Source: an optimization exercise on an open RTL-to-GDS flow (aim: small area and a short achievable clock period). Production flows keep margins and buffers that such runs may drop.
The RTL was checked by simulation tests, not by an equivalence proof against the original design.
Power and IR drop assume default switching activity.

### flow/run.sh
#!/bin/bash
# synth_recipe.tcl (not shown) runs the flow's synth.tcl, then flattens the netlist and writes it again
# the make line also repeats each setting of config.mk as NAME=value (left out here)
make -C /OpenROAD-flow-scripts/flow DESIGN_CONFIG=/design/flow/config.mk WORK_HOME=/design/flow/orfs CLKGATE_MAP_FILE= SYNTH_SCRIPT=/design/flow/synth_recipe.tcl finish
### flow/config.mk
export PLATFORM = sky130hd
export DESIGN_NAME = dma_read
export DESIGN_NICKNAME = dma_read
export VERILOG_FILES = /design/flow/design.v
export SDC_FILE = /design/flow/constraint.sdc
export NUM_CORES = 4
export LEC_CHECK = 0
export CAP_MARGIN = 20
export CORE_MARGIN = 2
export CORE_UTILIZATION = 40
export SLEW_MARGIN = 20
### flow/constraint.sdc
create_clock -name core_clock -period 5.0 [get_ports {clk}]
set_input_delay 1.0000 -clock core_clock [delete_from_list [all_inputs] [get_ports {clk}]]
set_output_delay 1.0000 -clock core_clock [all_outputs]
set_load 0.01 [all_outputs]
### flow/design.v
`timescale 1ns/1ps
module dma_read_fifo #(
    parameter int  WIDTH = 8,
    parameter int  DEPTH = 4
) (
    input  logic             rst,
    input  logic             s_axi4l,
    input  logic [WIDTH-1:0] s_data,
    input  logic             s_valid,
    output logic             s_ready,
    output logic [WIDTH-1:0] m_data,
    output logic             m_valid,
    input  logic             m_ready
);
    logic [WIDTH-1:0] mem [DEPTH];
    logic [DEPTH-1:0] wr_oh;
    logic [DEPTH-1:0] rd_oh;
    logic [DEPTH-1:0] fill;      
    logic             push;
    logic             pop;
    assign s_ready = ~fill[DEPTH-1];
    assign m_valid = fill[0];
    assign push    = s_valid & ~fill[DEPTH-1];
    assign pop     = fill[0] & m_ready;
    always_comb begin
        m_data = '0;
        for (int i = 0; i < DEPTH; i++) begin
            m_data = m_data | (mem[i] & {WIDTH{rd_oh[i]}});
        end
    end
    always_ff @(posedge s_axi4l) begin
        for (int i = 0; i < DEPTH; i++) begin
            if (push & wr_oh[i]) begin
                mem[i] <= s_data;
            end
        end
    end
    always_ff @(posedge s_axi4l) begin
        if (rst) begin
            wr_oh <= DEPTH'(1);
            rd_oh <= DEPTH'(1);
            fill  <= '0;
        end else begin
            if (push) begin
                wr_oh <= {wr_oh[DEPTH-2:0], wr_oh[DEPTH-1]};
            end
            if (pop) begin
                rd_oh <= {rd_oh[DEPTH-2:0], rd_oh[DEPTH-1]};
            end
            if (push & ~pop) begin
                fill <= {fill[DEPTH-2:0], 1'b1};
            end else if (pop & ~push) begin
                fill <= {1'b0, fill[DEPTH-1:1]};
            end
        end
    end
endmodule
`timescale 1ns/1ps
module dma_read_regs (
    input  logic        s_axi4l,
    input  logic        rst,
    input  logic        awvalid,
    output logic        awready,
    input  logic [31:0] awaddr,
    input  logic        wvalid,
    output logic        wready,
    input  logic [31:0] wdata,
    input  logic [3:0]  wstrb,
    output logic        bvalid,
    input  logic        bready,
    output logic [1:0]  bresp,
    input  logic        arvalid,
    output logic        arready,
    input  logic [31:0] araddr,
    output logic        rvalid,
    input  logic        rready,
    output logic [31:0] rdata,
    output logic [1:0]  rresp,
    output logic [68:0] cmd,
    output logic        cmd_valid,
    input  logic        cmd_ready,
    input  logic        busy
);
    localparam logic [31:0] CORE_ID = 32'haa55_0002;
    logic        wr_en;
    logic        rd_free;
    logic        wr_hi0;      
    logic        rd_hi0;
    logic        pending;
    logic        bvalid_q;
    logic        rvalid_q;
    logic [31:0] rdata_q;
    logic [31:0] rd_value;
    logic [7:0]  c_id;
    logic [31:0] c_addr;
    logic [7:0]  c_len;
    logic [2:0]  c_size;
    logic [1:0]  c_burst;
    logic        c_lock;
    logic [3:0]  c_cache;
    logic [2:0]  c_prot;
    logic [3:0]  c_qos;
    logic [3:0]  c_region;
    assign wr_en   = awvalid & wvalid & (~bvalid_q | bready);
    assign rd_free = ~rvalid_q | rready;
    assign wr_hi0  = awaddr[31:7] == '0;
    assign rd_hi0  = araddr[31:7] == '0;
    logic [31:0] wsel;      
    always_comb begin
        for (int k = 0; k < 32; k++) begin
            wsel[k] = wr_hi0 & (awaddr[6:2] == 5'(k));
        end
    end
    always_ff @(posedge s_axi4l) begin
        if (rst) begin
            c_id     <= '0;
            c_addr   <= '0;
            c_len    <= '0;
            c_size   <= 3'd3;
            c_burst  <= 2'd1;
            c_lock   <= '0;
            c_cache  <= '0;
            c_prot   <= '0;
            c_qos    <= '0;
            c_region <= '0;
            pending  <= 1'b0;
        end else begin
            if (cmd_ready) begin
                pending <= 1'b0;
            end
            if (wr_en) begin
                if (wsel['h11]) begin
                    pending <= 1'b1;
                    for (int b = 0; b < 4; b++) begin
                        if (wstrb[b]) c_addr[8*b +: 8] <= wdata[8*b +: 8];
                    end
                end
                if (wstrb[0]) begin
                    if (wsel['h10]) c_id     <= wdata[7:0];
                    if (wsel['h12]) c_len    <= wdata[7:0];
                    if (wsel['h13]) c_size   <= wdata[2:0];
                    if (wsel['h14]) c_burst  <= wdata[1:0];
                    if (wsel['h15]) c_lock   <= wdata[0];
                    if (wsel['h16]) c_cache  <= wdata[3:0];
                    if (wsel['h17]) c_prot   <= wdata[2:0];
                    if (wsel['h18]) c_qos    <= wdata[3:0];
                    if (wsel['h19]) c_region <= wdata[3:0];
                end
            end
        end
    end
    assign cmd       = {c_id, c_addr, c_len, c_size, c_burst, c_lock,
                        c_cache, c_prot, c_qos, c_region};
    assign cmd_valid = pending;
    always_comb begin
        rd_value = '0;
        if (rd_hi0) begin
            case (araddr[6:2])
                5'h00: rd_value = CORE_ID;
                5'h08: rd_value = 32'({busy, pending});
                5'h10: rd_value = 32'(c_id);
                5'h11: rd_value = c_addr;
                5'h12: rd_value = 32'(c_len);
                5'h13: rd_value = 32'(c_size);
                5'h14: rd_value = 32'(c_burst);
                5'h15: rd_value = 32'(c_lock);
                5'h16: rd_value = 32'(c_cache);
                5'h17: rd_value = 32'(c_prot);
                5'h18: rd_value = 32'(c_qos);
                5'h19: rd_value = 32'(c_region);
                default: rd_value = '0;
            endcase
        end
    end
    always_ff @(posedge s_axi4l) begin
        if (rd_free) begin
            rdata_q <= rd_value;
        end
    end
    always_ff @(posedge s_axi4l) begin
        if (rst) begin
            bvalid_q <= 1'b0;
            rvalid_q <= 1'b0;
        end else begin
            bvalid_q <= wr_en | (bvalid_q & ~bready);
            rvalid_q <= (arvalid & rd_free) | (rvalid_q & ~rready);
        end
    end
    assign awready = (~bvalid_q | bready) & wvalid;
    assign wready  = (~bvalid_q | bready) & awvalid;
    assign bvalid  = bvalid_q;
    assign bresp   = 2'b00;
    assign arready = rd_free;
    assign rvalid  = rvalid_q;
    assign rdata   = rdata_q;
    assign rresp   = 2'b00;
endmodule
`timescale 1ns/1ps
module dma_read_issue (
    input  logic        s_axi4l,
    input  logic        rst,
    input  logic [68:0] cmd,
    input  logic        cmd_valid,
    output logic        cmd_ready,
    output logic [68:0] ar,
    output logic        arvalid,
    input  logic        arready,
    input  logic        beat_done,
    output logic        busy
);
    logic        ar_hs;
    logic [15:0] open_beats;
    logic [15:0] sum_len;     
    logic [15:0] sum_len1;    
    logic [15:0] dec;         
    dma_read_fifo #(
        .WIDTH (69),
        .DEPTH (4)
    ) cmd_fifo_i (
        .rst     (rst),
        .s_axi4l (s_axi4l),
        .s_data  (cmd),
        .s_valid (cmd_valid),
        .s_ready (cmd_ready),
        .m_data  (ar),
        .m_valid (arvalid),
        .m_ready (arready)
    );
    assign ar_hs    = arvalid & arready;
    assign sum_len  = open_beats + 16'(ar[28:21]);
    assign sum_len1 = sum_len + 16'd1;
    assign dec      = open_beats - 16'd1;
    always_ff @(posedge s_axi4l) begin
        if (rst) begin
            open_beats <= '0;
        end else begin
            case ({ar_hs, beat_done})
                2'b10:   open_beats <= sum_len1;
                2'b11:   open_beats <= sum_len;
                2'b01:   open_beats <= dec;
                default: ;
            endcase
        end
    end
    assign busy = arvalid | (open_beats != '0);
endmodule
`timescale 1ns/1ps
module dma_read_stream (
    input  logic        s_axi4l,
    input  logic        rst,
    input  logic [63:0] rdata,
    input  logic        rvalid,
    output logic        rready,
    output logic [63:0] tdata,
    output logic        tvalid,
    input  logic        tready,
    output logic        beat_done
);
    dma_read_fifo #(
        .WIDTH (64),
        .DEPTH (16)
    ) data_fifo_i (
        .rst     (rst),
        .s_axi4l (s_axi4l),
        .s_data  (rdata),
        .s_valid (rvalid),
        .s_ready (rready),
        .m_data  (tdata),
        .m_valid (tvalid),
        .m_ready (tready)
    );
    assign beat_done = tvalid & tready;
endmodule
`timescale 1ns/1ps
module dma_read (
    input  logic        clk,
    input  logic        rst,
    input  logic        s_awvalid,
    output logic        s_awready,
    input  logic [31:0] s_awaddr,
    input  logic        s_wvalid,
    output logic        s_wready,
    input  logic [31:0] s_wdata,
    input  logic [3:0]  s_wstrb,
    output logic        s_bvalid,
    input  logic        s_bready,
    output logic [1:0]  s_bresp,
    input  logic        s_arvalid,
    output logic        s_arready,
    input  logic [31:0] s_araddr,
    output logic        s_rvalid,
    input  logic        s_rready,
    output logic [31:0] s_rdata,
    output logic [1:0]  s_rresp,
    output logic [7:0]  m_arid,
    output logic [31:0] m_araddr,
    output logic [7:0]  m_arlen,
    output logic [2:0]  m_arsize,
    output logic [1:0]  m_arburst,
    output logic        m_arlock,
    output logic [3:0]  m_arcache,
    output logic [2:0]  m_arprot,
    output logic [3:0]  m_arqos,
    output logic [3:0]  m_arregion,
    output logic        m_arvalid,
    input  logic        m_arready,
    input  logic [63:0] m_rdata,
    input  logic        m_rvalid,
    output logic        m_rready,
    output logic [63:0] tdata,
    output logic        tvalid,
    input  logic        tready
);
    logic [68:0] ar;
    logic [68:0] cmd;
    logic        cmd_valid;
    logic        cmd_ready;
    logic        busy;
    logic        beat_done;
    assign m_arid     = ar[68:61];
    assign m_araddr   = ar[60:29];
    assign m_arlen    = ar[28:21];
    assign m_arsize   = ar[20:18];
    assign m_arburst  = ar[17:16];
    assign m_arlock   = ar[15];
    assign m_arcache  = ar[14:11];
    assign m_arprot   = ar[10:8];
    assign m_arqos    = ar[7:4];
    assign m_arregion = ar[3:0];
    dma_read_regs regs_i (
        .s_axi4l   (clk),
        .rst       (rst),
        .awvalid   (s_awvalid),
        .awready   (s_awready),
        .awaddr    (s_awaddr),
        .wvalid    (s_wvalid),
        .wready    (s_wready),
        .wdata     (s_wdata),
        .wstrb     (s_wstrb),
        .bvalid    (s_bvalid),
        .bready    (s_bready),
        .bresp     (s_bresp),
        .arvalid   (s_arvalid),
        .arready   (s_arready),
        .araddr    (s_araddr),
        .rvalid    (s_rvalid),
        .rready    (s_rready),
        .rdata     (s_rdata),
        .rresp     (s_rresp),
        .cmd       (cmd),
        .cmd_valid (cmd_valid),
        .cmd_ready (cmd_ready),
        .busy      (busy)
    );
    dma_read_issue
    issue_i (
        .s_axi4l   (clk),
        .rst       (rst),
        .cmd       (cmd),
        .cmd_valid (cmd_valid),
        .cmd_ready (cmd_ready),
        .ar        (ar),
        .arvalid   (m_arvalid),
        .arready   (m_arready),
        .beat_done (beat_done),
        .busy      (busy)
    );
    dma_read_stream
    stream_i (
        .s_axi4l   (clk),
        .rst       (rst),
        .rdata     (m_rdata),
        .rvalid    (m_rvalid),
        .rready    (m_rready),
        .tdata     (tdata),
        .tvalid    (tvalid),
        .tready    (tready),
        .beat_done (beat_done)
    );
endmodule
==> flow_summary.json <==
{
  "ff2ff_path_depth": 13,
  "grt_pass1_vias": 31100,
  "cp.required_ns": 4.00,
  "hold_viol": 0,
  "yosysWarnings": 6,
  "drt-vias-per-instance": 5.78,
  "cts_buffer_depth": 3,
  "hp-start": "stream_i.data_fifo_i.wr_oh[3]$_SDFFE_PP0P_",
  "io_pins": 351,
  "syn_avg_cell_area_um2": 16.7,
  "syn_to_final_growth_pct": 19.9,
  "numCtsBuffers": 155,
  "finalCritPeriodShare_pct": 85.2,
  "grt_max_degree": 87,
  "place_inst": 5277,
  "criticalPathCategory": "reg -> out",
  "wl_per_cell_um": 27.2,
  "cpMaxStageDelayCell": "dfxtp_4",
  "cts_tree": "done",
  "maxSlewViolCount": 0,
  "clock-sinks": 1480,
  "vias": 32200,
  "rrSetupSlack_ns": 0.94,
  "p_leak_nw": 21.0,
  "synth_top_area_cell": "edfxtp_1",
  "start_util_pct": 40.3,
  "startpoint": "stream_i.data_fifo_i.rd_oh[2]$_SDFFE_PP0P_",
  "first_pass_iters": 6,
  "arrival_ns": 3.26,
  "drc": 0,
  "synth_edf_count": 1332,
  "cap_violations": 0,
  "drtIter0Drc": 3117,
  "root_buffer": "clkbuf_16",
  "crit_buf_inv": 2,
  "cellPowerDensity_nw_per_um2": 389,
  "row_count": 135,
  "drive_above_1_share_pct": 9.79,
  "syn_area_um2": 54600,
  "htree_levels": 4,
  "fin_util_pct": 48.3,
  "synth_cell_types": 77,
  "postCtsSetupRepairBufs": 0,
  "path_depth": 5,
  "crit_fanout": 34,
  "nets": 3840,
  "async_reset_ff_share_pct": 0,
  "path_delay_family": "buffers and inverters",
  "slew_headroom_pct": 25.1,
  "cp-end-kind": "output port",
  "cp-start-kind": "flip-flop",
  "clock_skew_ns": 0.0320,
  "synth-seq-cells": 1480,
  "gr-usage-all-layers_pct": 21.2,
  "synth_ff_type": "edfxtp_1",
  "cts.clk_slew.worst_paths_ns": 0.06,
  "synth_top_area_share_pct": 73.3,
  "critPathCapture": "tdata[24]",
  "fin_crit_ns": 4.26,
  "max_freq_mhz": 235,
  "grt_pass1_wl_mm": 218,
  "antenna_found_initial": 19,
  "yosysSeqAreaShare_pct": 78.7,
  "outcome": "timing/DRC/antenna clean",
  "hold_class": "reg -> reg",
  "ctsResizeCount": 0,
  "port_buffers": 342,
  "die_area_um2": 139000,
  "setup_viol": 0,
  "cts_hold_buf": 0,
  "worstMarginPinSlew_ns": 1.12,
  "netlist_instances": 3262,
  "clkLatencyLatePin_ns": 0.78,
  "synth.top_cells.by_count": "edfxtp_1 (1,332), a221oi_1 (260), a22o_1 (258)",
  "ant_nets": 0,
  "yosys-top-cells-area": "edfxtp_1 (73%), dfxtp_1 (5.4%), a221oi_1 (4.2%)",
  "chipHeight_um": 373,
  "crit_path_max_incr_delay_ns": 0.86,
  "fin_cells": 5566,
  "coreArea_um2": 135000,
  "drt-total-wl_mm": 151,
  "globalplace.congestion": 0.818,
  "vdd_drop_max_mv": 0.367,
  "rsz0062_at_grt": "no",
  "tns_ns": 0,
  "cp_cell_sequence": "buf_4 > a22o_1 > a221oi_1 > nand4_1 > clkdlybuf4s50_1",
  "r2r_end": "issue_i.open_beats[11]$_SDFFE_PP0P_",
  "reg2reg_from": "issue_i.cmd_fifo_i.rd_oh[2]$_SDFFE_PP0P_",
  "yosysMostFrequentCell": "edfxtp_1",
  "overflow": 0,
  "die_x_um": 373,
  "dpl.hpwl_mm": 84.6
}
-- placed cells by master (no fill, tap or decap), types with 17 or more instances in the layout --
cell type        Yosys  routed
a21oi_1            124     124
a221oi_1           260     260
a22o_1             258     258
a22oi_1            141     141
and3_1              21      21
buf_12               0      21
buf_4                8      82
clkbuf_1           166      46
clkbuf_16            0     160
clkdlybuf4s50_1      0     341
clkinv_1             1      33
clkinv_2             0      20
dfxtp_1            148     128
edfxtp_1          1332    1332
mux2i_1             45      45
nand2_1            217     217
nand3_1             48      48
nand4_1             68      68
nor2_1             128     128
nor4_1              19      19
o21ai_0             17      17
-- power breakdown --
group / total, mW / switching (mW) / leakage, nW / internal (mW)
combinational: 0.823 / 0.469 / 5.53 / 0.354
sequential: 13.6 / 0.0556 / 13.1 / 13.5
clock: 11.1 / 4.70 / 2.38 / 6.38
total: 25.5 / 5.22 / 21.0 / 20.2
-- how the worst min path moves through the flow --
stage | endpoint | depth (start not counted) | slack, ns
5_1_grt | stream_i.data_fifo_i.wr_oh[15]$_SDFFE_PP0P_ | 2 | 0.47
6_report | stream_i.data_fifo_i.wr_oh[3]$_SDFFE_PP0P_ | 2 | 0.45
3_5_place_dp | stream_i.data_fifo_i.wr_oh[3]$_SDFFE_PP0P_ | 2 | 0.45
2_1_floorplan | issue_i.cmd_fifo_i.wr_oh[0]$_SDFFE_PP1P_ | 1 | 0.43
4_1_cts | stream_i.data_fifo_i.wr_oh[3]$_SDFFE_PP0P_ | 2 | 0.46
3_3_place_gp | stream_i.data_fifo_i.wr_oh[0]$_SDFFE_PP1P_ | 1 | 0.44
-- cell type report --
cell class | count | area (um^2)
clock inverter | 74 | 678
multi-input combinational | 1539 | 10600
timing repair buffer | 444 | 4450
clock buffer | 210 | 4230
fill | 11400 | 70100
inverter | 33 | 161
tap | 1781 | 2230
sequential | 1480 | 43000
antenna | 5 | 12.5
-- stage by stage --
step / instance area (um^2) / power [mW] / hold slack [ns] / setup WS, ns
4_1_cts: 65400 / 25.7 / 0.456 / 0.731
5_1_grt: 65400 / 26.2 / 0.470 / 0.644
3_3_place_gp: 60500 / 14.6 / 0.443 / 1.05
3_5_place_dp: 60500 / 14.7 / 0.448 / 1.00
2_1_floorplan: 54600 / 14.1 / 0.428 / 1.20
6_report: 65400 / 25.5 / 0.453 / 0.739
-- logic make-up (layout without fill, tap and decap cells) --
family	Yosys count	after routing	synth area share (%)
other	1	9	0.00687
xor gates and xnor gates	30	30	0.516
and+or+nand+nor	581	581	5.11
adders and majority gates	13	13	0.312
AOI/OAI and AO/OA	863	863	12.6
DFF	1480	1480	78.7
buffers and inverters	246	761	1.87
muxes	48	48	0.894
-- routing by layer --
layer  track usage (%)  vias up  routed length, um
li1                  -    14100                  -
met1              28.3    16500              62600
met2              35.0     1298              73700
met3              4.97      204              12200
met4              5.53       24               2890
met5                 0        -                162
-- state kept, by name, indices dropped and copies added, names as in the netlist, 8 cells and up --
register	count
regs_i.c_id	8
issue_i.open_beats	16
regs_i.c_len	8
stream_i.data_fifo_i.wr_oh	16
stream_i.data_fifo_i.mem	1024
stream_i.data_fifo_i.rd_oh	16
regs_i.rdata_q	32
issue_i.cmd_fifo_i.mem	276
stream_i.data_fifo_i.fill	16
regs_i.c_addr	32
-- worst min-delay path: stages, from the launching register on --
cell and delay (ns):
dfxtp_1 0.30, nand2_1 0.05, a21oi_1 0.05

-- re-timing with driven ports --
Ports are ideal in the flow. The routed layout listed here was re-timed in OpenROAD.
Step 1: set_driving_cell puts a clkbuf_16 on clk and a buf_2 on each other input, an assumption about the parent block.
Step 2 times the ports against the registers' clock, not the clock port: input delays grow and output delays shrink by t, the midpoint of the rising clock arrivals with the driver on.
Three values: no drivers, after step 1, after step 2; two values: the first two.
shift t [ns]: 0.836
setup slack, ns: 0.739 / 0.667 / 0.940
hold slack, ns: 0.453 / 0.453 / 0.453
worst setup path at the end: register to register
worst slew at a driven data input, ns: 0.19
After both steps this run still meets setup and hold. For this run, drivers alone change the setup slack by -0.072 ns; drivers and shift together by +0.201 ns.
